Source: an optimization exercise on an open RTL-to-GDS flow (aim: small area, a short achievable clock period and few clock cycles per item). Production flows keep margins and buffers that such runs may drop. At most, simulation tests tie the RTL to the original design; equivalence was not proved. Function not checked in runs 2 and 3: the RTL went through the layout flow alone.

## flow/design.v (module list and top-level ports; edited modules follow where they fit)
// module fir_a: 316 lines
// module fir_b: 5 lines
// module luma_mul: 440 lines
// module csc_r_lo: 251 lines
// module csc_r_hi: 63 lines
// module csc_g_lo: 363 lines
// module csc_g_hi: 63 lines
// module csc_b_lo: 201 lines
// module csc_b_hi: 59 lines
// module yuv_to_rgb_top: 178 lines
module yuv_to_rgb_top (
	input logic CLOCK_50_I,
	input logic Resetn,
	input logic [31:0] in_pair,
	input logic in_valid,
	output logic in_ready,
	output logic [15:0] out_word,
	output logic out_valid,
	input logic out_ready
);
  // ...
==> flow/flow/run.sh <==
#!/bin/bash
# The standard layout (standard.sh) with two changes to how it is made; the
# clock period and constraints are unchanged:
# - ports get a plain buffer (buf_2) instead of the delay cell buffer_ports
#   picks by default;
# - ORFS's repair_timing is asked for a setup margin, so the resizer works on
#   paths longer than the period less the margin.
set -euo pipefail
MARGIN=8.5
sed "s|^make -C |make SETUP_SLACK_MARGIN=$MARGIN SKIP_GATE_CLONING=1 'BUFFER_PORTS_ARGS=-buffer_cell sky130_fd_sc_hd__buf_2' -C |" standard.sh > flow_margin.sh
grep -q "SETUP_SLACK_MARGIN=$MARGIN" flow_margin.sh
bash flow_margin.sh finish > make.log 2>&1
==> flow/standard.sh <==
#!/bin/bash
# synth_recipe.tcl (not shown) runs the flow's synth.tcl, then flattens the netlist and writes it again
# the make line also repeats each setting of config.mk as NAME=value (left out here)
make -C /OpenROAD-flow-scripts/flow DESIGN_CONFIG=/design/flow/config.mk WORK_HOME=/design/flow/orfs CLKGATE_MAP_FILE= SYNTH_SCRIPT=/design/flow/synth_recipe.tcl "${@:-finish}"
==> flow/config.mk <==
export PLATFORM = sky130hd
export DESIGN_NAME = yuv_to_rgb_top
export DESIGN_NICKNAME = yuv_to_rgb_top
export VERILOG_FILES = /design/flow/design.v
export SDC_FILE = /design/flow/constraint.sdc
export NUM_CORES = 4
export LEC_CHECK = 0
export CAP_MARGIN = 20
export CORE_MARGIN = 2
export CORE_UTILIZATION = 40
export CTS_BUF_LIST = sky130_fd_sc_hd__clkbuf_16
export CTS_CLUSTER_DIAMETER = 100
export CTS_CLUSTER_SIZE = 25
export SLEW_MARGIN = 20
==> flow/constraint.sdc <==
create_clock -name core_clock -period 12.0 [get_ports {CLOCK_50_I}]
set_input_delay 2.4000 -clock core_clock [delete_from_list [all_inputs] [get_ports {CLOCK_50_I}]]
set_output_delay 2.4000 -clock core_clock [all_outputs]
set_load 0.01 [all_outputs]
==> flow_summary.yaml, run 1 <==
outcome:
  status: "no timing/DRC/antenna violations"
synthesis:
  yosysTopAreaCellShare_pct: 45.7
  synth-seq-cells: 380
  syn_inst: 1764
  synth_compound_area_share_pct: 6.82
  synth_nets: 2223
final_layout:
  multiInputGateArea_sq_um: 11200
  seq_cells: 380
  n_antenna_cell: 0
  nMultiInputCombCells: 1006
  mostFrequentLayoutCell: "edfxtp_1"
clocking:
  ctsHoldBuffers: 0
  numCtsBuffers: 19
die:
  die_height_um: 247
  dieArea_sq_um: 61000
global_route:
  grt_util_met1_pct: 21.8
  grt_pass1_vias: 13998
sta:
  finalSetupViolations: 0
  finalClockSkew_ns: 0.0137
  fmax_ghz: 0.285
  worstMarginPinSlew_ns: 1.04
drt:
  post_drt_via_cell_ratio: 4.94
  drc: 0
  wl_met2_mm: 22.8
hold_path:
  hold_path_class: "register to register"
place:
  dp_cells: 2583
setup_path:
  r2r-end: "lb[1]$_DFFE_PP_"
Testbench counts, summed over its fixed seeds: cycles 23,360, items 7,680.
==> module csc_r_hi, before the edit <==
module csc_r_hi (input logic [2:0] lc, input logic [13:0] pa, input logic [13:0] pb, output logic [9:0] h);
	logic n_0;
	logic n_1;
	logic n_2;
	logic n_3;
	logic n_4;
	logic n_5;
	logic n_6;
	logic n_7;
	logic n_8;
	logic n_9;
	logic n_10;
	logic n_11;
	logic n_12;
	logic n_13;
	logic n_14;
	logic n_15;
	logic n_16;
	logic n_17;
	logic n_18;
	logic n_19;
	logic n_20;
	logic n_21;
	logic n_22;
	logic n_23;
	logic n_24;
	logic n_25;
	logic n_26;
	logic n_27;
	logic [13:0] ra, rb, s;
	assign n_0 = lc[0] ^ pa[0];
	assign n_1 = lc[0] & pa[0];
	assign n_2 = lc[1] ^ pa[1] ^ pb[1];
	assign n_3 = (lc[1] & pa[1]) | (lc[1] & pb[1]) | (pa[1] & pb[1]);
	assign n_4 = lc[2] ^ pa[2] ^ pb[2];
	assign n_5 = (lc[2] & pa[2]) | (lc[2] & pb[2]) | (pa[2] & pb[2]);
	assign n_6 = pa[3] ^ pb[3];
	assign n_7 = pa[3] & pb[3];
	assign n_8 = pa[4] ^ pb[4];
	assign n_9 = pa[4] & pb[4];
	assign n_10 = pa[5] ^ pb[5];
	assign n_11 = pa[5] & pb[5];
	assign n_12 = pa[6] ^ pb[6];
	assign n_13 = pa[6] & pb[6];
	assign n_14 = pa[7] ^ pb[7];
	assign n_15 = pa[7] & pb[7];
	assign n_16 = pa[8] ^ pb[8];
	assign n_17 = pa[8] & pb[8];
	assign n_18 = pa[9] ^ pb[9];
	assign n_19 = pa[9] & pb[9];
	assign n_20 = pa[10] ^ pb[10];
	assign n_21 = pa[10] & pb[10];
	assign n_22 = pa[11] ^ pb[11];
	assign n_23 = pa[11] & pb[11];
	assign n_24 = pa[12] ^ pb[12];
	assign n_25 = pa[12] & pb[12];
	assign n_26 = pa[13] ^ pb[13];
	assign n_27 = pa[13] & pb[13];
	assign ra = {n_26, n_24, n_22, n_20, n_18, n_16, n_14, n_12, n_10, n_8, n_6, n_4, n_2, n_0};
	assign rb = {n_25, n_23, n_21, n_19, n_17, n_15, n_13, n_11, n_9, n_7, n_5, n_3, n_1, pb[0]};
	assign s = ra + rb;
	assign h = s[13:4];
endmodule
==> module csc_g_hi, before the edit <==
module csc_g_hi (input logic [2:0] lc, input logic [13:0] pa, input logic [13:0] pb, output logic [9:0] h);
	logic n_0;
	logic n_1;
	logic n_2;
	logic n_3;
	logic n_4;
	logic n_5;
	logic n_6;
	logic n_7;
	logic n_8;
	logic n_9;
	logic n_10;
	logic n_11;
	logic n_12;
	logic n_13;
	logic n_14;
	logic n_15;
	logic n_16;
	logic n_17;
	logic n_18;
	logic n_19;
	logic n_20;
	logic n_21;
	logic n_22;
	logic n_23;
	logic n_24;
	logic n_25;
	logic n_26;
	logic n_27;
	logic [13:0] ra, rb, s;
	assign n_0 = lc[0] ^ pa[0];
	assign n_1 = lc[0] & pa[0];
	assign n_2 = lc[1] ^ pa[1] ^ pb[1];
	assign n_3 = (lc[1] & pa[1]) | (lc[1] & pb[1]) | (pa[1] & pb[1]);
	assign n_4 = lc[2] ^ pa[2] ^ pb[2];
	assign n_5 = (lc[2] & pa[2]) | (lc[2] & pb[2]) | (pa[2] & pb[2]);
	assign n_6 = pa[3] ^ pb[3];
	assign n_7 = pa[3] & pb[3];
	assign n_8 = pa[4] ^ pb[4];
	assign n_9 = pa[4] & pb[4];
	assign n_10 = pa[5] ^ pb[5];
	assign n_11 = pa[5] & pb[5];
	assign n_12 = pa[6] ^ pb[6];
	assign n_13 = pa[6] & pb[6];
	assign n_14 = pa[7] ^ pb[7];
	assign n_15 = pa[7] & pb[7];
	assign n_16 = pa[8] ^ pb[8];
	assign n_17 = pa[8] & pb[8];
	assign n_18 = pa[9] ^ pb[9];
	assign n_19 = pa[9] & pb[9];
	assign n_20 = pa[10] ^ pb[10];
	assign n_21 = pa[10] & pb[10];
	assign n_22 = pa[11] ^ pb[11];
	assign n_23 = pa[11] & pb[11];
	assign n_24 = pa[12] ^ pb[12];
	assign n_25 = pa[12] & pb[12];
	assign n_26 = pa[13] ^ pb[13];
	assign n_27 = pa[13] & pb[13];
	assign ra = {n_26, n_24, n_22, n_20, n_18, n_16, n_14, n_12, n_10, n_8, n_6, n_4, n_2, n_0};
	assign rb = {n_25, n_23, n_21, n_19, n_17, n_15, n_13, n_11, n_9, n_7, n_5, n_3, n_1, pb[0]};
	assign s = ra + rb;
	assign h = s[13:4];
endmodule
==> module csc_b_hi, before the edit <==
module csc_b_hi (input logic [2:0] lc, input logic [14:0] pa, input logic [14:0] pb, output logic [10:0] h);
	logic n_0;
	logic n_1;
	logic n_2;
	logic n_3;
	logic n_4;
	logic n_5;
	logic n_6;
	logic n_7;
	logic n_8;
	logic n_9;
	logic n_10;
	logic n_11;
	logic n_12;
	logic n_13;
	logic n_14;
	logic n_15;
	logic n_16;
	logic n_17;
	logic n_18;
	logic n_19;
	logic n_20;
	logic n_21;
	logic n_22;
	logic n_23;
	logic n_24;
	logic n_25;
	logic [14:0] ra, rb, s;
	assign n_0 = lc[0] ^ pa[0];
	assign n_1 = lc[0] & pa[0];
	assign n_2 = lc[1] ^ pa[1] ^ pb[1];
	assign n_3 = (lc[1] & pa[1]) | (lc[1] & pb[1]) | (pa[1] & pb[1]);
	assign n_4 = lc[2] ^ pa[2] ^ pb[2];
	assign n_5 = (lc[2] & pa[2]) | (lc[2] & pb[2]) | (pa[2] & pb[2]);
	assign n_6 = pa[3] ^ pb[3];
	assign n_7 = pa[3] & pb[3];
	assign n_8 = pa[4] ^ pb[4];
	assign n_9 = pa[4] & pb[4];
	assign n_10 = pa[5] ^ pb[5];
	assign n_11 = pa[5] & pb[5];
	assign n_12 = pa[6] ^ pb[6];
	assign n_13 = pa[6] & pb[6];
	assign n_14 = pa[7] ^ pb[7];
	assign n_15 = pa[7] & pb[7];
	assign n_16 = pa[8] ^ pb[8];
	assign n_17 = pa[8] & pb[8];
	assign n_18 = pa[9] ^ pb[9];
	assign n_19 = pa[9] & pb[9];
	assign n_20 = pa[10] ^ pb[10];
	assign n_21 = pa[10] & pb[10];
	assign n_22 = pa[11] ^ pb[11];
	assign n_23 = pa[11] & pb[11];
	assign n_24 = pa[12] ^ pb[12];
	assign n_25 = pa[12] & pb[12];
	assign ra = {1'b0, pa[13], n_24, n_22, n_20, n_18, n_16, n_14, n_12, n_10, n_8, n_6, n_4, n_2, n_0};
	assign rb = {1'b0, n_25, n_23, n_21, n_19, n_17, n_15, n_13, n_11, n_9, n_7, n_5, n_3, n_1, pb[0]};
	assign s = ra + rb;
	assign h = s[14:4];
endmodule
==> module yuv_to_rgb_top, before the edit <==
module yuv_to_rgb_top (
	input logic CLOCK_50_I,
	input logic Resetn,
	input logic [31:0] in_pair,
	input logic in_valid,
	output logic in_ready,
	output logic [15:0] out_word,
	output logic out_valid,
	input logic out_ready
);
	logic [15:0] win [6];
	logic [15:0] yq [4];
	logic [1:0] ph, ph_n;
	logic areg, t1, wf;
	logic areg_n, t1_n, wf_n;
	logic [7:0] cnt, cnt_n;
	logic [1:0] fl, pd, fl_n, pd_n;
	logic go;
	logic a0, adv, ld;
	logic step_ok, acc, fstep, pstep, stv;
	logic fs, ps;
	logic [7:0] c0, c1, c2, c3, c4, c5;
	logic [8:0] fp, fq, fr;
	logic [9:0] fa_n, fb_n, fa, fb;
	logic fc_n, fc;
	logic [7:0] fir_q;
	logic [7:0] ym, pu, pv;
	logic [24:0] tm, pt;
	logic [2:0] lr_n, lg_n, lr, lg;
	logic [2:0] lb_n, lb;
	logic [13:0] rpa_n, rpb_n, rpa, rpb, gpa_n, gpb_n, gpa, gpb;
	logic [14:0] bpa_n, bpb_n, bpa, bpb;
	logic [9:0] r_n, g_n;
	logic [10:0] b_n;
	logic [7:0] rs, gs, bs;
	logic [15:0] word;
	assign a0 = (ph == 2'd0) && wf;
	assign go = !out_valid || out_ready;
	assign adv = go && (a0 || areg || t1);
	assign ld = adv && t1;
	assign step_ok = !wf && !(ph == 2'd1 && areg);
	assign acc = in_valid && in_ready;
	assign fstep = fs;
	assign pstep = ps;
	assign stv = fstep || (acc && cnt >= 8'd3);
	always_comb begin
		ph_n = ph;
		areg_n = areg;
		t1_n = t1;
		if (adv) begin
			areg_n = (ph == 2'd0 && a0) || (ph == 2'd1 && areg);
			t1_n = (ph == 2'd2) ? areg : t1;
			if (!areg_n && !t1_n) ph_n = 2'd0;
			else ph_n = (ph == 2'd2) ? 2'd0 : ph + 2'd1;
		end
		wf_n = (wf && !(a0 && adv)) || stv;
		cnt_n = cnt;
		fl_n = fl;
		pd_n = pd;
		if (acc) begin
			cnt_n = (cnt == 8'(yuv_rgb_pkg::LINE_PAIRS - 1)) ? 8'd0 : cnt + 8'd1;
			if (cnt == 8'(yuv_rgb_pkg::LINE_PAIRS - 1)) fl_n = 2'd3;
			if (cnt == 8'd0) pd_n = 2'd2;
		end
		if (fstep) fl_n = fl - 2'd1;
		if (pstep) pd_n = pd - 2'd1;
	end
	always_ff @(posedge CLOCK_50_I or negedge Resetn) begin
		if (!Resetn) begin
			ph <= 2'd0;
			areg <= 1'b0;
			t1 <= 1'b0;
			wf <= 1'b0;
			cnt <= 8'd0;
			fl <= 2'd0;
			pd <= 2'd0;
			in_ready <= 1'b0;
			fs <= 1'b0;
			ps <= 1'b0;
		end else begin
			ph <= ph_n;
			areg <= areg_n;
			t1 <= t1_n;
			wf <= wf_n;
			cnt <= cnt_n;
			fl <= fl_n;
			pd <= pd_n;
			in_ready <= !wf_n && !(ph_n == 2'd1 && areg_n) && fl_n == 2'd0 && pd_n == 2'd0;
			fs <= !wf_n && !(ph_n == 2'd1 && areg_n) && fl_n != 2'd0;
			ps <= !wf_n && !(ph_n == 2'd1 && areg_n) && pd_n != 2'd0;
		end
	end
	always_ff @(posedge CLOCK_50_I) begin
		if (acc || fstep || pstep) begin
			for (int i = 0; i < 5; i++) win[i] <= win[i + 1];
		end
		if (acc) win[5] <= in_pair[15:0];
		if (acc || fstep) begin
			for (int i = 0; i < 3; i++) yq[i] <= yq[i + 1];
			yq[3] <= in_pair[31:16];
		end
	end
	assign c0 = (ph == 2'd0) ? win[0][7:0] : win[0][15:8];
	assign c1 = (ph == 2'd0) ? win[1][7:0] : win[1][15:8];
	assign c2 = (ph == 2'd0) ? win[2][7:0] : win[2][15:8];
	assign c3 = (ph == 2'd0) ? win[3][7:0] : win[3][15:8];
	assign c4 = (ph == 2'd0) ? win[4][7:0] : win[4][15:8];
	assign c5 = (ph == 2'd0) ? win[5][7:0] : win[5][15:8];
	fir_a u_fir_a (.p(fp), .q(fq), .r(fr), .ha(fa_n), .hb(fb_n), .hc(fc_n));
	fir_b u_fir_b (.ha(fa), .hb(fb), .hc(fc), .q(fir_q));
	always_ff @(posedge CLOCK_50_I) begin
		if (adv) begin
			fp <= {1'b0, c0} + {1'b0, c5};
			fq <= {1'b0, c1} + {1'b0, c4};
			fr <= {1'b0, c2} + {1'b0, c3};
			fa <= fa_n;
			fb <= fb_n;
			fc <= fc_n;
		end
	end
	luma_mul u_luma (.y(ym), .t(tm));
	csc_r_lo u_r_lo (.t(pt), .v(pv), .lc(lr_n), .pa(rpa_n), .pb(rpb_n));
	csc_g_lo u_g_lo (.t(pt), .u(pu), .v(pv), .lc(lg_n), .pa(gpa_n), .pb(gpb_n));
	csc_b_lo u_b_lo (.t(pt), .u(pu), .lc(lb_n), .pa(bpa_n), .pb(bpb_n));
	csc_r_hi u_r_hi (.lc(lr), .pa(rpa), .pb(rpb), .h(r_n));
	csc_g_hi u_g_hi (.lc(lg), .pa(gpa), .pb(gpb), .h(g_n));
	csc_b_hi u_b_hi (.lc(lb), .pa(bpa), .pb(bpb), .h(b_n));
	always_ff @(posedge CLOCK_50_I) begin
		if (adv) begin
			if (ph == 2'd0) ym <= yq[0][15:8];
			if (ph == 2'd1) ym <= yq[0][7:0];
			case (ph)
				2'd1: begin
					pt <= tm;
					pu <= win[2][15:8];
					pv <= win[2][7:0];
				end
				2'd2: begin
					pt <= tm;
					pv <= fir_q;
				end
				default: pu <= fir_q;
			endcase
			lr <= lr_n;
			lg <= lg_n;
			if (ph != 2'd0) lb <= lb_n;
			rpa <= rpa_n;
			rpb <= rpb_n;
			gpa <= gpa_n;
			gpb <= gpb_n;
			if (ph != 2'd0) begin
				bpa <= bpa_n;
				bpb <= bpb_n;
			end
		end
	end
	assign rs = yuv_rgb_pkg::sat10(r_n);
	assign gs = yuv_rgb_pkg::sat10(g_n);
	assign bs = yuv_rgb_pkg::sat11(b_n);
	always_comb begin
		case (ph)
			2'd0: word = {rs, gs};
			2'd1: word = {bs, rs};
			default: word = {gs, bs};
		endcase
	end
	always_ff @(posedge CLOCK_50_I or negedge Resetn) begin
		if (!Resetn) begin
			out_valid <= 1'b0;
		end else begin
			if (ld) out_valid <= 1'b1;
			else if (out_ready) out_valid <= 1'b0;
		end
	end
	always_ff @(posedge CLOCK_50_I) begin
		if (ld) out_word <= word;
	end
endmodule
==> run 2, diff against run 1 <==
--- a/flow/design.v
+++ b/flow/design.v
@@ -1087,7 +1087,173 @@
 	assign n_27 = pa[13] & pb[13];
 	assign ra = {n_26, n_24, n_22, n_20, n_18, n_16, n_14, n_12, n_10, n_8, n_6, n_4, n_2, n_0};
 	assign rb = {n_25, n_23, n_21, n_19, n_17, n_15, n_13, n_11, n_9, n_7, n_5, n_3, n_1, pb[0]};
-	assign s = ra + rb;
+	logic ad_0;
+	logic ad_1;
+	logic ad_2;
+	logic ad_3;
+	logic ad_4;
+	logic ad_5;
+	logic ad_6;
+	logic ad_7;
+	logic ad_8;
+	logic ad_9;
+	logic ad_10;
+	logic ad_11;
+	logic ad_12;
+	logic ad_13;
+	logic ad_14;
+	logic ad_15;
+	logic ad_16;
+	logic ad_17;
+	logic ad_18;
+	logic ad_19;
+	logic ad_20;
+	logic ad_21;
+	logic ad_22;
+	logic ad_23;
+	logic ad_24;
+	logic ad_25;
+	logic ad_26;
+	logic ad_27;
+	logic ad_28;
+	logic ad_29;
+	logic ad_30;
+	logic ad_31;
+	logic ad_32;
+	logic ad_33;
+	logic ad_34;
+	logic ad_35;
+	logic ad_36;
+	logic ad_37;
+	logic ad_38;
+	logic ad_39;
+	logic ad_40;
+	logic ad_41;
+	logic ad_42;
+	logic ad_43;
+	logic ad_44;
+	logic ad_45;
+	logic ad_46;
+	logic ad_47;
+	logic ad_48;
+	logic ad_49;
+	logic ad_50;
+	logic ad_51;
+	logic ad_52;
+	logic ad_53;
+	logic ad_54;
+	logic ad_55;
+	logic ad_56;
+	logic ad_57;
+	logic ad_58;
+	logic ad_59;
+	logic ad_60;
+	logic ad_61;
+	logic ad_62;
+	logic ad_63;
+	logic ad_64;
+	logic ad_65;
+	logic ad_66;
+	logic ad_67;
+	logic ad_68;
+	logic ad_69;
+	logic ad_70;
+	logic ad_71;
+	logic ad_72;
+	logic ad_73;
+	logic ad_74;
+	logic ad_75;
+	logic ad_76;
+	logic ad_77;
+	logic ad_78;
+	logic ad_79;
+	logic ad_80;
+	logic ad_81;
+	logic ad_82;
+	assign ad_0 = ra[0] & rb[0];
+	assign ad_1 = ra[1] & rb[1];
+	assign ad_2 = ra[2] & rb[2];
+	assign ad_3 = ra[3] & rb[3];
+	assign ad_4 = ra[4] & rb[4];
+	assign ad_5 = ra[5] & rb[5];
+	assign ad_6 = ra[6] & rb[6];
+	assign ad_7 = ra[7] & rb[7];
+	assign ad_8 = ra[8] & rb[8];
+	assign ad_9 = ra[9] & rb[9];
+	assign ad_10 = ra[10] & rb[10];
+	assign ad_11 = ra[11] & rb[11];
+	assign ad_12 = ra[12] & rb[12];
+	assign ad_13 = ra[13] & rb[13];
+	assign ad_14 = ra[0] ^ rb[0];
+	assign ad_15 = ra[1] ^ rb[1];
+	assign ad_16 = ra[2] ^ rb[2];
+	assign ad_17 = ra[3] ^ rb[3];
+	assign ad_18 = ra[4] ^ rb[4];
+	assign ad_19 = ra[5] ^ rb[5];
+	assign ad_20 = ra[6] ^ rb[6];
+	assign ad_21 = ra[7] ^ rb[7];
+	assign ad_22 = ra[8] ^ rb[8];
+	assign ad_23 = ra[9] ^ rb[9];
+	assign ad_24 = ra[10] ^ rb[10];
+	assign ad_25 = ra[11] ^ rb[11];
+	assign ad_26 = ra[12] ^ rb[12];
+	assign ad_27 = ra[13] ^ rb[13];
+	assign ad_28 = ad_1 | (ad_15 & ad_0);
+	assign ad_29 = ad_15 & ad_14;
+	assign ad_30 = ad_3 | (ad_17 & ad_2);
+	assign ad_31 = ad_17 & ad_16;
+	assign ad_32 = ad_5 | (ad_19 & ad_4);
+	assign ad_33 = ad_19 & ad_18;
+	assign ad_34 = ad_7 | (ad_21 & ad_6);
+	assign ad_35 = ad_21 & ad_20;
+	assign ad_36 = ad_9 | (ad_23 & ad_8);
+	assign ad_37 = ad_23 & ad_22;
+	assign ad_38 = ad_11 | (ad_25 & ad_10);
+	assign ad_39 = ad_25 & ad_24;
+	assign ad_40 = ad_13 | (ad_27 & ad_12);
+	assign ad_41 = ad_27 & ad_26;
+	assign ad_42 = ad_30 | (ad_31 & ad_28);
+	assign ad_43 = ad_31 & ad_29;
+	assign ad_44 = ad_34 | (ad_35 & ad_32);
+	assign ad_45 = ad_35 & ad_33;
+	assign ad_46 = ad_38 | (ad_39 & ad_36);
+	assign ad_47 = ad_39 & ad_37;
+	assign ad_48 = ad_44 | (ad_45 & ad_42);
+	assign ad_49 = ad_45 & ad_43;
+	assign ad_50 = ad_46 | (ad_47 & ad_48);
+	assign ad_51 = ad_47 & ad_49;
+	assign ad_52 = ad_32 | (ad_33 & ad_42);
+	assign ad_53 = ad_33 & ad_43;
+	assign ad_54 = ad_36 | (ad_37 & ad_48);
+	assign ad_55 = ad_37 & ad_49;
+	assign ad_56 = ad_40 | (ad_41 & ad_50);
+	assign ad_57 = ad_41 & ad_51;
+	assign ad_58 = ad_2 | (ad_16 & ad_28);
+	assign ad_59 = ad_16 & ad_29;
+	assign ad_60 = ad_4 | (ad_18 & ad_42);
+	assign ad_61 = ad_18 & ad_43;
+	assign ad_62 = ad_6 | (ad_20 & ad_52);
+	assign ad_63 = ad_20 & ad_53;
+	assign ad_64 = ad_8 | (ad_22 & ad_48);
+	assign ad_65 = ad_22 & ad_49;
+	assign ad_66 = ad_10 | (ad_24 & ad_54);
+	assign ad_67 = ad_24 & ad_55;
+	assign ad_68 = ad_12 | (ad_26 & ad_50);
+	assign ad_69 = ad_26 & ad_51;
+	assign ad_70 = ad_15 ^ ad_0;
+	assign ad_71 = ad_16 ^ ad_28;
+	assign ad_72 = ad_17 ^ ad_58;
+	assign ad_73 = ad_18 ^ ad_42;
+	assign ad_74 = ad_19 ^ ad_60;
+	assign ad_75 = ad_20 ^ ad_52;
+	assign ad_76 = ad_21 ^ ad_62;
+	assign ad_77 = ad_22 ^ ad_48;
+	assign ad_78 = ad_23 ^ ad_64;
+	assign ad_79 = ad_24 ^ ad_54;
+	assign ad_80 = ad_25 ^ ad_66;
+	assign ad_81 = ad_26 ^ ad_50;
+	assign ad_82 = ad_27 ^ ad_68;
+	assign s = {ad_82, ad_81, ad_80, ad_79, ad_78, ad_77, ad_76, ad_75, ad_74, ad_73, ad_72, ad_71, ad_70, ad_14};
 	assign h = s[13:4];
 endmodule
 module csc_g_lo (input logic [24:0] t, input logic [7:0] u, input logic [7:0] v, output logic [2:0] lc, output logic [13:0] pa, output logic [13:0] pb);
@@ -1513,7 +1679,173 @@
 	assign n_27 = pa[13] & pb[13];
 	assign ra = {n_26, n_24, n_22, n_20, n_18, n_16, n_14, n_12, n_10, n_8, n_6, n_4, n_2, n_0};
 	assign rb = {n_25, n_23, n_21, n_19, n_17, n_15, n_13, n_11, n_9, n_7, n_5, n_3, n_1, pb[0]};
-	assign s = ra + rb;
+	logic ad_0;
+	logic ad_1;
+	logic ad_2;
+	logic ad_3;
+	logic ad_4;
+	logic ad_5;
+	logic ad_6;
+	logic ad_7;
+	logic ad_8;
+	logic ad_9;
+	logic ad_10;
+	logic ad_11;
+	logic ad_12;
+	logic ad_13;
+	logic ad_14;
+	logic ad_15;
+	logic ad_16;
+	logic ad_17;
+	logic ad_18;
+	logic ad_19;
+	logic ad_20;
+	logic ad_21;
+	logic ad_22;
+	logic ad_23;
+	logic ad_24;
+	logic ad_25;
+	logic ad_26;
+	logic ad_27;
+	logic ad_28;
+	logic ad_29;
+	logic ad_30;
+	logic ad_31;
+	logic ad_32;
+	logic ad_33;
+	logic ad_34;
+	logic ad_35;
+	logic ad_36;
+	logic ad_37;
+	logic ad_38;
+	logic ad_39;
+	logic ad_40;
+	logic ad_41;
+	logic ad_42;
+	logic ad_43;
+	logic ad_44;
+	logic ad_45;
+	logic ad_46;
+	logic ad_47;
+	logic ad_48;
+	logic ad_49;
+	logic ad_50;
+	logic ad_51;
+	logic ad_52;
+	logic ad_53;
+	logic ad_54;
+	logic ad_55;
+	logic ad_56;
+	logic ad_57;
+	logic ad_58;
+	logic ad_59;
+	logic ad_60;
+	logic ad_61;
+	logic ad_62;
+	logic ad_63;
+	logic ad_64;
+	logic ad_65;
+	logic ad_66;
+	logic ad_67;
+	logic ad_68;
+	logic ad_69;
+	logic ad_70;
+	logic ad_71;
+	logic ad_72;
+	logic ad_73;
+	logic ad_74;
+	logic ad_75;
+	logic ad_76;
+	logic ad_77;
+	logic ad_78;
+	logic ad_79;
+	logic ad_80;
+	logic ad_81;
+	logic ad_82;
+	assign ad_0 = ra[0] & rb[0];
+	assign ad_1 = ra[1] & rb[1];
+	assign ad_2 = ra[2] & rb[2];
+	assign ad_3 = ra[3] & rb[3];
+	assign ad_4 = ra[4] & rb[4];
+	assign ad_5 = ra[5] & rb[5];
+	assign ad_6 = ra[6] & rb[6];
+	assign ad_7 = ra[7] & rb[7];
+	assign ad_8 = ra[8] & rb[8];
+	assign ad_9 = ra[9] & rb[9];
+	assign ad_10 = ra[10] & rb[10];
+	assign ad_11 = ra[11] & rb[11];
+	assign ad_12 = ra[12] & rb[12];
+	assign ad_13 = ra[13] & rb[13];
+	assign ad_14 = ra[0] ^ rb[0];
+	assign ad_15 = ra[1] ^ rb[1];
+	assign ad_16 = ra[2] ^ rb[2];
+	assign ad_17 = ra[3] ^ rb[3];
+	assign ad_18 = ra[4] ^ rb[4];
+	assign ad_19 = ra[5] ^ rb[5];
+	assign ad_20 = ra[6] ^ rb[6];
+	assign ad_21 = ra[7] ^ rb[7];
+	assign ad_22 = ra[8] ^ rb[8];
+	assign ad_23 = ra[9] ^ rb[9];
+	assign ad_24 = ra[10] ^ rb[10];
+	assign ad_25 = ra[11] ^ rb[11];
+	assign ad_26 = ra[12] ^ rb[12];
+	assign ad_27 = ra[13] ^ rb[13];
+	assign ad_28 = ad_1 | (ad_15 & ad_0);
+	assign ad_29 = ad_15 & ad_14;
+	assign ad_30 = ad_3 | (ad_17 & ad_2);
+	assign ad_31 = ad_17 & ad_16;
+	assign ad_32 = ad_5 | (ad_19 & ad_4);
+	assign ad_33 = ad_19 & ad_18;
+	assign ad_34 = ad_7 | (ad_21 & ad_6);
+	assign ad_35 = ad_21 & ad_20;
+	assign ad_36 = ad_9 | (ad_23 & ad_8);
+	assign ad_37 = ad_23 & ad_22;
+	assign ad_38 = ad_11 | (ad_25 & ad_10);
+	assign ad_39 = ad_25 & ad_24;
+	assign ad_40 = ad_13 | (ad_27 & ad_12);
+	assign ad_41 = ad_27 & ad_26;
+	assign ad_42 = ad_30 | (ad_31 & ad_28);
+	assign ad_43 = ad_31 & ad_29;
+	assign ad_44 = ad_34 | (ad_35 & ad_32);
+	assign ad_45 = ad_35 & ad_33;
+	assign ad_46 = ad_38 | (ad_39 & ad_36);
+	assign ad_47 = ad_39 & ad_37;
+	assign ad_48 = ad_44 | (ad_45 & ad_42);
+	assign ad_49 = ad_45 & ad_43;
+	assign ad_50 = ad_46 | (ad_47 & ad_48);
+	assign ad_51 = ad_47 & ad_49;
+	assign ad_52 = ad_32 | (ad_33 & ad_42);
+	assign ad_53 = ad_33 & ad_43;
+	assign ad_54 = ad_36 | (ad_37 & ad_48);
+	assign ad_55 = ad_37 & ad_49;
+	assign ad_56 = ad_40 | (ad_41 & ad_50);
+	assign ad_57 = ad_41 & ad_51;
+	assign ad_58 = ad_2 | (ad_16 & ad_28);
+	assign ad_59 = ad_16 & ad_29;
+	assign ad_60 = ad_4 | (ad_18 & ad_42);
+	assign ad_61 = ad_18 & ad_43;
+	assign ad_62 = ad_6 | (ad_20 & ad_52);
+	assign ad_63 = ad_20 & ad_53;
+	assign ad_64 = ad_8 | (ad_22 & ad_48);
+	assign ad_65 = ad_22 & ad_49;
+	assign ad_66 = ad_10 | (ad_24 & ad_54);
+	assign ad_67 = ad_24 & ad_55;
+	assign ad_68 = ad_12 | (ad_26 & ad_50);
+	assign ad_69 = ad_26 & ad_51;
+	assign ad_70 = ad_15 ^ ad_0;
+	assign ad_71 = ad_16 ^ ad_28;
+	assign ad_72 = ad_17 ^ ad_58;
+	assign ad_73 = ad_18 ^ ad_42;
+	assign ad_74 = ad_19 ^ ad_60;
+	assign ad_75 = ad_20 ^ ad_52;
+	assign ad_76 = ad_21 ^ ad_62;
+	assign ad_77 = ad_22 ^ ad_48;
+	assign ad_78 = ad_23 ^ ad_64;
+	assign ad_79 = ad_24 ^ ad_54;
+	assign ad_80 = ad_25 ^ ad_66;
+	assign ad_81 = ad_26 ^ ad_50;
+	assign ad_82 = ad_27 ^ ad_68;
+	assign s = {ad_82, ad_81, ad_80, ad_79, ad_78, ad_77, ad_76, ad_75, ad_74, ad_73, ad_72, ad_71, ad_70, ad_14};
 	assign h = s[13:4];
 endmodule
 module csc_b_lo (input logic [24:0] t, input logic [7:0] u, output logic [2:0] lc, output logic [14:0] pa, output logic [14:0] pb);
@@ -1773,7 +2105,183 @@
 	assign n_25 = pa[12] & pb[12];
 	assign ra = {1'b0, pa[13], n_24, n_22, n_20, n_18, n_16, n_14, n_12, n_10, n_8, n_6, n_4, n_2, n_0};
 	assign rb = {1'b0, n_25, n_23, n_21, n_19, n_17, n_15, n_13, n_11, n_9, n_7, n_5, n_3, n_1, pb[0]};
-	assign s = ra + rb;
+	logic ad_0;
+	logic ad_1;
+	logic ad_2;
+	logic ad_3;
+	logic ad_4;
+	logic ad_5;
+	logic ad_6;
+	logic ad_7;
+	logic ad_8;
+	logic ad_9;
+	logic ad_10;
+	logic ad_11;
+	logic ad_12;
+	logic ad_13;
+	logic ad_14;
+	logic ad_15;
+	logic ad_16;
+	logic ad_17;
+	logic ad_18;
+	logic ad_19;
+	logic ad_20;
+	logic ad_21;
+	logic ad_22;
+	logic ad_23;
+	logic ad_24;
+	logic ad_25;
+	logic ad_26;
+	logic ad_27;
+	logic ad_28;
+	logic ad_29;
+	logic ad_30;
+	logic ad_31;
+	logic ad_32;
+	logic ad_33;
+	logic ad_34;
+	logic ad_35;
+	logic ad_36;
+	logic ad_37;
+	logic ad_38;
+	logic ad_39;
+	logic ad_40;
+	logic ad_41;
+	logic ad_42;
+	logic ad_43;
+	logic ad_44;
+	logic ad_45;
+	logic ad_46;
+	logic ad_47;
+	logic ad_48;
+	logic ad_49;
+	logic ad_50;
+	logic ad_51;
+	logic ad_52;
+	logic ad_53;
+	logic ad_54;
+	logic ad_55;
+	logic ad_56;
+	logic ad_57;
+	logic ad_58;
+	logic ad_59;
+	logic ad_60;
+	logic ad_61;
+	logic ad_62;
+	logic ad_63;
+	logic ad_64;
+	logic ad_65;
+	logic ad_66;
+	logic ad_67;
+	logic ad_68;
+	logic ad_69;
+	logic ad_70;
+	logic ad_71;
+	logic ad_72;
+	logic ad_73;
+	logic ad_74;
+	logic ad_75;
+	logic ad_76;
+	logic ad_77;
+	logic ad_78;
+	logic ad_79;
+	logic ad_80;
+	logic ad_81;
+	logic ad_82;
+	logic ad_83;
+	logic ad_84;
+	logic ad_85;
+	logic ad_86;
+	logic ad_87;
+	assign ad_0 = ra[0] & rb[0];
+	assign ad_1 = ra[1] & rb[1];
+	assign ad_2 = ra[2] & rb[2];
+	assign ad_3 = ra[3] & rb[3];
+	assign ad_4 = ra[4] & rb[4];
+	assign ad_5 = ra[5] & rb[5];
+	assign ad_6 = ra[6] & rb[6];
+	assign ad_7 = ra[7] & rb[7];
+	assign ad_8 = ra[8] & rb[8];
+	assign ad_9 = ra[9] & rb[9];
+	assign ad_10 = ra[10] & rb[10];
+	assign ad_11 = ra[11] & rb[11];
+	assign ad_12 = ra[12] & rb[12];
+	assign ad_13 = ra[13] & rb[13];
+	assign ad_14 = ra[14] & rb[14];
+	assign ad_15 = ra[0] ^ rb[0];
+	assign ad_16 = ra[1] ^ rb[1];
+	assign ad_17 = ra[2] ^ rb[2];
+	assign ad_18 = ra[3] ^ rb[3];
+	assign ad_19 = ra[4] ^ rb[4];
+	assign ad_20 = ra[5] ^ rb[5];
+	assign ad_21 = ra[6] ^ rb[6];
+	assign ad_22 = ra[7] ^ rb[7];
+	assign ad_23 = ra[8] ^ rb[8];
+	assign ad_24 = ra[9] ^ rb[9];
+	assign ad_25 = ra[10] ^ rb[10];
+	assign ad_26 = ra[11] ^ rb[11];
+	assign ad_27 = ra[12] ^ rb[12];
+	assign ad_28 = ra[13] ^ rb[13];
+	assign ad_29 = ra[14] ^ rb[14];
+	assign ad_30 = ad_1 | (ad_16 & ad_0);
+	assign ad_31 = ad_16 & ad_15;
+	assign ad_32 = ad_3 | (ad_18 & ad_2);
+	assign ad_33 = ad_18 & ad_17;
+	assign ad_34 = ad_5 | (ad_20 & ad_4);
+	assign ad_35 = ad_20 & ad_19;
+	assign ad_36 = ad_7 | (ad_22 & ad_6);
+	assign ad_37 = ad_22 & ad_21;
+	assign ad_38 = ad_9 | (ad_24 & ad_8);
+	assign ad_39 = ad_24 & ad_23;
+	assign ad_40 = ad_11 | (ad_26 & ad_10);
+	assign ad_41 = ad_26 & ad_25;
+	assign ad_42 = ad_13 | (ad_28 & ad_12);
+	assign ad_43 = ad_28 & ad_27;
+	assign ad_44 = ad_32 | (ad_33 & ad_30);
+	assign ad_45 = ad_33 & ad_31;
+	assign ad_46 = ad_36 | (ad_37 & ad_34);
+	assign ad_47 = ad_37 & ad_35;
+	assign ad_48 = ad_40 | (ad_41 & ad_38);
+	assign ad_49 = ad_41 & ad_39;
+	assign ad_50 = ad_46 | (ad_47 & ad_44);
+	assign ad_51 = ad_47 & ad_45;
+	assign ad_52 = ad_48 | (ad_49 & ad_50);
+	assign ad_53 = ad_49 & ad_51;
+	assign ad_54 = ad_34 | (ad_35 & ad_44);
+	assign ad_55 = ad_35 & ad_45;
+	assign ad_56 = ad_38 | (ad_39 & ad_50);
+	assign ad_57 = ad_39 & ad_51;
+	assign ad_58 = ad_42 | (ad_43 & ad_52);
+	assign ad_59 = ad_43 & ad_53;
+	assign ad_60 = ad_2 | (ad_17 & ad_30);
+	assign ad_61 = ad_17 & ad_31;
+	assign ad_62 = ad_4 | (ad_19 & ad_44);
+	assign ad_63 = ad_19 & ad_45;
+	assign ad_64 = ad_6 | (ad_21 & ad_54);
+	assign ad_65 = ad_21 & ad_55;
+	assign ad_66 = ad_8 | (ad_23 & ad_50);
+	assign ad_67 = ad_23 & ad_51;
+	assign ad_68 = ad_10 | (ad_25 & ad_56);
+	assign ad_69 = ad_25 & ad_57;
+	assign ad_70 = ad_12 | (ad_27 & ad_52);
+	assign ad_71 = ad_27 & ad_53;
+	assign ad_72 = ad_14 | (ad_29 & ad_58);
+	assign ad_73 = ad_29 & ad_59;
+	assign ad_74 = ad_16 ^ ad_0;
+	assign ad_75 = ad_17 ^ ad_30;
+	assign ad_76 = ad_18 ^ ad_60;
+	assign ad_77 = ad_19 ^ ad_44;
+	assign ad_78 = ad_20 ^ ad_62;
+	assign ad_79 = ad_21 ^ ad_54;
+	assign ad_80 = ad_22 ^ ad_64;
+	assign ad_81 = ad_23 ^ ad_50;
+	assign ad_82 = ad_24 ^ ad_66;
+	assign ad_83 = ad_25 ^ ad_56;
+	assign ad_84 = ad_26 ^ ad_68;
+	assign ad_85 = ad_27 ^ ad_52;
+	assign ad_86 = ad_28 ^ ad_70;
+	assign ad_87 = ad_29 ^ ad_58;
+	assign s = {ad_87, ad_86, ad_85, ad_84, ad_83, ad_82, ad_81, ad_80, ad_79, ad_78, ad_77, ad_76, ad_75, ad_74, ad_15};
 	assign h = s[14:4];
 endmodule
 `timescale 1ns/10ps
@@ -1811,7 +2319,7 @@
 	logic [14:0] bpa_n, bpb_n, bpa, bpb;
 	logic [9:0] r_n, g_n;
 	logic [10:0] b_n;
-	logic [7:0] rs, gs, bs;
+	logic [7:0] rs, gs, bs, b_e;
 	logic [15:0] word;
 	assign a0 = (ph == 2'd0) && wf;
 	assign go = !out_valid || out_ready;
@@ -1922,15 +2430,14 @@
 			endcase
 			lr <= lr_n;
 			lg <= lg_n;
-			if (ph != 2'd0) lb <= lb_n;
+			lb <= lb_n;
 			rpa <= rpa_n;
 			rpb <= rpb_n;
 			gpa <= gpa_n;
 			gpb <= gpb_n;
-			if (ph != 2'd0) begin
-				bpa <= bpa_n;
-				bpb <= bpb_n;
-			end
+			bpa <= bpa_n;
+			bpb <= bpb_n;
+			if (ph == 2'd0) b_e <= bs;
 		end
 	end
 	assign rs = yuv_rgb_pkg::sat10(r_n);
@@ -1939,7 +2446,7 @@
 	always_comb begin
 		case (ph)
 			2'd0: word = {rs, gs};
-			2'd1: word = {bs, rs};
+			2'd1: word = {b_e, rs};
 			default: word = {gs, bs};
 		endcase
 	end
--- a/flow/flow/run.sh
+++ b/flow/flow/run.sh
@@ -6,7 +6,7 @@
 # - ORFS's repair_timing is asked for a setup margin, so the resizer works on
 #   paths longer than the period less the margin.
 set -euo pipefail
-MARGIN=8.5
+MARGIN=8.3
 sed "s|^make -C |make SETUP_SLACK_MARGIN=$MARGIN SKIP_GATE_CLONING=1 'BUFFER_PORTS_ARGS=-buffer_cell sky130_fd_sc_hd__buf_2' -C |" standard.sh > flow_margin.sh
 grep -q "SETUP_SLACK_MARGIN=$MARGIN" flow_margin.sh
 bash flow_margin.sh finish > make.log 2>&1
==> flow_summary.yaml, run 2 <==
final_layout:
  regMostFlops: "win"
  final_util_pct: 44.8
  reg.largest.list: "win x96, yq x64, pt x23"
  regArea_sq_um: 11500
  mostFrequentLayoutCell: "inv_1"
  fin_cells: 2671
  fin_nets: 2361
  layout_common_cells: "371 x inv_1, 367 x edfxtp_1, 223 x ha_1"
  drive_gt1_share_pct: 14.6
  nFillCells: 5257
  n_antenna_cell: 0
  largest_register_ffs: 96
  area_delta_synth_final_pct: 11.4
  multiInputGateArea_sq_um: 10900
  stdcell_area_sq_um: 26300
global_route:
  grt_max_degree: 89
  grt_pass1_vias: 13961
  grt_first_pass_wirelength_mm: 77.7
  grtUsageTotal_pct: 16.6
  overflow: 0
  antenna_found_initial: 0
clocking:
  cts_tree: "built"
  clkTransAtPathRegs_ns: 0.10
  cts_sinks: 388
  htreeDepth: 1
  cts-root-buf: "clkbuf_16"
  numCtsBuffers: 20
  cts_buffer_depth: 3
  clock_latency_ns: 0.57
  ctsHoldBuffers: 0
sta:
  maxSlewHeadroom_pct: 31.3
  slew_violations: 0
  finalSetupViolations: 0
  timing.final.crit_share_pct: 32.9
  hold_viol: 0
  fmax_ghz: 0.253
  finalSetupTns_ns: 0
  final.min_clock_period_ns: 3.95
  rsz0062_at_grt: "yes"
  finalClockSkew_ns: 0.0332
  worstMarginPinSlew_ns: 1.03
drt:
  post_drt_via_cell_ratio: 4.90
  drt_pre_antenna_iters: 5
  ant_nets: 0
  drc: 0
  wl_mm: 48.8
  vias: 13077
  routedWlPerCell_um: 18.3
  drtIter0Drc: 806
synthesis:
  synth-seq-cells: 388
  synth_area_leaders: "edfxtp_1 47%, fa_1 18%, ha_1 12%, inv_1 6.0%, mux2_2 2.4%"
  yosysTopAreaCellShare_pct: 46.7
  ys_seq_area_share_pct: 48.9
  ys_async_sr_fraction_pct: 5.41
  synth.most_common_cell: "inv_1"
  synth_commonest_cells: "380 x inv_1, 367 x edfxtp_1, 227 x ha_1"
  synth.avg_cell_area_sq_um: 13.4
  netlist_area_sq_um: 23600
  synth.distinct_cells: 52
  synth_flop_cell: "edfxtp_1"
  synth-edff-count: 367
  yosysTopAreaCell: "edfxtp_1"
  yosys_warnings: 3
  synth_nets: 2233
  syn_inst: 1761
die:
  io_pins: 54
  dieWidth_um: 247
  start_util_pct: 40.2
  rows: 89
  die_height_um: 247
  dieArea_sq_um: 61000
  core_area_sq_um: 58700
place:
  placed_area_sq_um: 25000
  dp_cells: 2582
  portBuffers: 53
  dp_hpwl_mm: 36.1
  place_congestion: 0.868
setup_path:
  reg2reg_depth: 20
  crit_path_start_kind: "register"
  crit_type: "register to register"
  crit_required_ns: 12.31
  crit_fanout: 7
  reg2reg_from: "bpa[2]$_DFFE_PP_"
  cp-end-kind: "register"
  cp.arrival_ns: 4.25
  r2r-end: "out_word[7]$_DFFE_PP_"
  reg2reg_slack_ns: 8.05
  cp-startpoint: "bpa[2]$_DFFE_PP_"
hold_path:
  hold_end: "yq[0][5]$_DFFE_PP_"
  worst_hold_startpoint: "yq[1][5]$_DFFE_PP_"
  hold_path_class: "register to register"
  hold_depth: 0
job:
  maxCapViolCount: 0
outcome:
  status: "no timing/DRC/antenna violations"
## run 2: cell count changes after synthesis, moves of 10 or more
| cell | previous run | this run |
|---|---|---|
| a21oi_1 | 59 | 70 |
| a22oi_1 | 1 | 11 |
| fa_1 | 194 | 209 |
| inv_1 | 365 | 380 |
| mux2_2 | 70 | 50 |
| nand2_1 | 36 | 62 |
| nor2_1 | 64 | 45 |
## run 2: per-layer routing
metal / GRT usage, % / vias to the layer above / part of all wire (%)
met3: 2.06 / 55 / 3.9
met1: 23.8 / 6633 / 47
met4: 4.38 / 0 / 2.5
met5: 0 / - / 0
met2: 26.7 / 213 / 47
li1: - / 6176 / -
## run 2: cell type report
cell class	count	share of cell area, %
Inverter	381	5.56
Clock buffer	21	2.00
Timing Repair Buffer	123	3.27
Sequential cell	388	43.9
Multi-Input combinational cell	975	41.3
Tap cell	773	3.68
Clock inverter	10	0.257
## run 2: metrics by stage
step / hold WS (ns) / setup WS [ns]
2_1_floorplan: 0.400 / 6.95
3_3_place_gp: 0.401 / 7.24
3_5_place_dp: 0.405 / 7.13
4_1_cts: 0.414 / 8.00
5_1_grt: 0.419 / 7.85
6_report: 0.413 / 8.05
## run 2: critical path: stages, from the launching register on
cell and delay [ns]:
edfxtp_1 0.36, inv_2 0.04, fa_1 0.55, inv_2 0.05, ha_4 0.17, nor3_4 0.16
a22oi_2 0.10, buf_6 0.14, a221o_1 0.35, nand2_1 0.10, nand2_2 0.06, a21oi_2 0.16
fa_2 0.28, xor2_4 0.17, o21ai_2 0.07, a2111o_1 0.29, a21o_1 0.18, nand2_4 0.11
buf_6 0.13, o21ai_4 0.05, a21o_1 0.18
## run 2: logic make-up after synthesis
group / synth area share [%]
adders and majority gates: 29.8
buffers and inverters: 6.33
muxes: 2.77
and+or+nand+nor: 3.57
xor gates and xnor gates: 2.63
AOI/OAI and AO/OA: 6.04
DFF: 48.9
## run 2: worst max-delay path by stage
stage | to | depth (start not counted)
6_report | out_word[7]$_DFFE_PP_ | 20
4_1_cts | out_word[7]$_DFFE_PP_ | 20
2_1_floorplan | bpa[0]$_DFFE_PP_ | 3
5_1_grt | out_word[7]$_DFFE_PP_ | 20
3_3_place_gp | lb[0]$_DFFE_PP_ | 6
3_5_place_dp | bpb[0]$_DFFE_PP_ | 6
## run 2: what timing repair did
item                                    in CTS  in global routing
endpoints found under the hold margin        0                  0
buffers inserted                            40                 18
pin swaps                                   38                 30
endpoints found under the setup margin      94                 89
gates resized for setup                     60                 41
==> run 3, diff against run 2 <==
--- a/flow/flow/run.sh
+++ b/flow/flow/run.sh
@@ -6,7 +6,7 @@
 # - ORFS's repair_timing is asked for a setup margin, so the resizer works on
 #   paths longer than the period less the margin.
 set -euo pipefail
-MARGIN=8.3
+MARGIN=8.5
 sed "s|^make -C |make SETUP_SLACK_MARGIN=$MARGIN SKIP_GATE_CLONING=1 'BUFFER_PORTS_ARGS=-buffer_cell sky130_fd_sc_hd__buf_2' -C |" standard.sh > flow_margin.sh
 grep -q "SETUP_SLACK_MARGIN=$MARGIN" flow_margin.sh
 bash flow_margin.sh finish > make.log 2>&1
==> flow_summary.yaml, run 3 <==
clocking:
  numCtsBuffers: 19
  clkTransAtPathRegs_ns: 0.11
  cts_tree: "built"
  cts_sinks: 388
  htreeDepth: 1
  clock_latency_ns: 0.54
  cts_buffer_depth: 3
  cts-root-buf: "clkbuf_16"
  ctsHoldBuffers: 0
die:
  dieWidth_um: 247
  core_area_sq_um: 58700
  dieArea_sq_um: 61000
  start_util_pct: 40.2
  rows: 89
  die_height_um: 247
  io_pins: 54
final_layout:
  largest_register_ffs: 96
  n_antenna_cell: 0
  layout_common_cells: "371 x inv_1, 367 x edfxtp_1, 217 x ha_1"
  area_delta_synth_final_pct: 12.9
  stdcell_area_sq_um: 26600
  drive_gt1_share_pct: 16.7
  mostFrequentLayoutCell: "inv_1"
  reg.largest.list: "win x96, yq x64, pt x23"
  regMostFlops: "win"
  fin_nets: 2383
  final_util_pct: 45.4
  fin_cells: 2696
drt:
  drc: 0
  ant_nets: 0
  wl_mm: 50.2
  drt_pre_antenna_iters: 5
  drtIter0Drc: 995
  post_drt_via_cell_ratio: 4.93
  vias: 13293
  routedWlPerCell_um: 18.6
setup_path:
  cp-end-kind: "register"
  cp-startpoint: "bpb[1]$_DFFE_PP_"
  crit_type: "register to register"
  reg2reg_slack_ns: 8.11
  r2r-end: "out_word[3]$_DFFE_PP_"
  cp.arrival_ns: 4.18
  reg2reg_depth: 19
  crit_required_ns: 12.29
  reg2reg_from: "bpb[1]$_DFFE_PP_"
  crit_fanout: 6
  crit_path_start_kind: "register"
sta:
  finalSetupTns_ns: 0
  finalClockSkew_ns: 0.0341
  hold_viol: 0
  fmax_ghz: 0.257
  slew_violations: 0
  final.min_clock_period_ns: 3.89
  worstMarginPinSlew_ns: 1.08
  timing.final.crit_share_pct: 32.4
  maxSlewHeadroom_pct: 28.1
  fin_hold_ws_ns: 0.419
  finalSetupViolations: 0
  rsz0062_at_grt: "yes"
synthesis:
  yosysTopAreaCell: "edfxtp_1"
  synth_commonest_cells: "380 x inv_1, 367 x edfxtp_1, 227 x ha_1"
  synth_nets: 2233
  ys_seq_area_share_pct: 48.9
  synth.most_common_cell: "inv_1"
  synth_flop_cell: "edfxtp_1"
  syn_inst: 1761
  synth_area_leaders: "edfxtp_1 47%, fa_1 18%, ha_1 12%, inv_1 6.0%, mux2_2 2.4%"
  synth-edff-count: 367
  yosysTopAreaCellShare_pct: 46.7
  ys_async_sr_fraction_pct: 5.41
  netlist_area_sq_um: 23600
  synth-seq-cells: 388
  synth.distinct_cells: 52
  synth.avg_cell_area_sq_um: 13.4
  yosys_warnings: 3
hold_path:
  hold_depth: 0
  hold_end: "yq[0][8]$_DFFE_PP_"
  hold_path_class: "register to register"
  worst_hold_startpoint: "yq[1][8]$_DFFE_PP_"
place:
  portBuffers: 53
  place_congestion: 0.836
  dp_hpwl_mm: 37.1
  dp_cells: 2576
  placed_area_sq_um: 25000
global_route:
  overflow: 0
  grt_first_pass_wirelength_mm: 78.0
  antenna_found_initial: 0
  grtUsageTotal_pct: 16.8
  grt_pass1_vias: 13871
  grt_max_degree: 85
outcome:
  status: "no timing/DRC/antenna violations"
job:
  maxCapViolCount: 0
-- run 3: cell types whose count changed in the layout (fill, tap and decap cells not counted), moves of 4 or more --
cell and delta:
o21ai_2 -4, buf_4 +22, ha_4 +5, ha_1 -6, o21ai_4 +7, inv_2 +6
-- run 3: final cells by class --
| cell class | count | area [sq um] |
|---|---|---|
| Timing Repair Buffer | 146 | 1070 |
| Sequential cell | 388 | 11500 |
| Clock buffer | 19 | 475 |
| Inverter | 381 | 1470 |
| Multi-Input combinational cell | 975 | 11100 |
| Fill cell | 5187 | 32000 |
| Tap cell | 773 | 967 |
| Clock inverter | 14 | 60.1 |
-- run 3: metrics by stage --
stage               setup slack, ns
finish                         8.11
global route                   7.97
CTS                            8.14
detailed placement             7.62
global placement               7.72
floorplan                      6.95
-- run 3: cells by family (layout without fill, tap and decap cells) --
group	Yosys count	in the layout	synth area share [%]
fa+ha+maj	436	436	29.8
buf+inv	398	560	6.33
flops	388	388	48.9
compound gates	231	231	6.04
simple gates	179	179	3.57
xor+xnor	70	70	2.63
mux	59	59	2.77
-- run 3: layer usage --
layer  up-vias  part of all wire (%)  track usage [%]  wire length [um]
li1       6234                     -                -                 -
met2       260                    45             26.2             22800
met3        53                   4.4             2.13              2200
met4         0                   2.1             3.95              1040
met1      6746                    48             25.0             24200
met5         -                     0                0                 0
-- run 3: what timing repair did --
item	CTS	global route
setup endpoints to repair	147	200
gates resized for setup	74	42
setup buffers	63	24
pin swaps	67	35
-- run 3: worst max-delay path by stage --
stage                                        to  slack, ns  cells past startpoint
after floorplan                bpa[0]$_DFFE_PP_       6.95                      3
after global placement    out_word[0]$_DFFE_PP_       7.72                     18
after detailed placement  out_word[0]$_DFFE_PP_       7.62                     18
after CTS                 out_word[3]$_DFFE_PP_       8.14                     19
after global routing      out_word[3]$_DFFE_PP_       7.97                     18
final                     out_word[3]$_DFFE_PP_       8.11                     19
-- run 3: critical path, stage by stage, from the launching register on --
cell and delay (ns):
edfxtp_1 0.35, inv_2 0.04, fa_1 0.54, inv_2 0.04, ha_4 0.25, nand3_2 0.08, a22oi_2 0.25, a221o_1 0.27
nand2_1 0.07, nand2_1 0.08, a21oi_2 0.07, fa_2 0.41, xor2_4 0.16, o21ai_2 0.08, a2111o_1 0.28, a21o_1 0.18
nand2_4 0.12, buf_6 0.14, o21ai_4 0.05, a21o_1 0.16

-- re-timing with driven ports --
In the flow no input, the clock included, has a driving cell. The finished layouts below were timed again as built, in two steps.
Step 1 assumes that a clkbuf_16 drives the clock port and a buf_2 every other input.
Step 2 times the ports against the registers' clock, not the clock port: input delays grow and output delays shrink by t, the midpoint of the rising clock arrivals with the driver on.
Slacks: ideal ports / drivers / drivers and shift; pairs: ideal ports / drivers.
run	t, ns	slack for setup (ns)	hold slack, ns	slew at the worst register clock pin (ns)	cell pins on the clock port's net
run 1	0.591	8.491 / 8.440 / 8.056	0.415 / 0.415 / 0.415	0.10 / 0.10	1
run 2	0.603	8.053 / 8.053 / 7.874	0.413 / 0.413 / 0.413	0.11 / 0.11	1
run 3	0.592	8.108 / 8.108 / 8.009	0.419 / 0.419 / 0.419	0.11 / 0.11	1
After both steps every run listed still meets setup and hold. The setup slack of run 1, which loses most, moves by -0.051 ns with the drivers and by -0.435 ns with both steps.
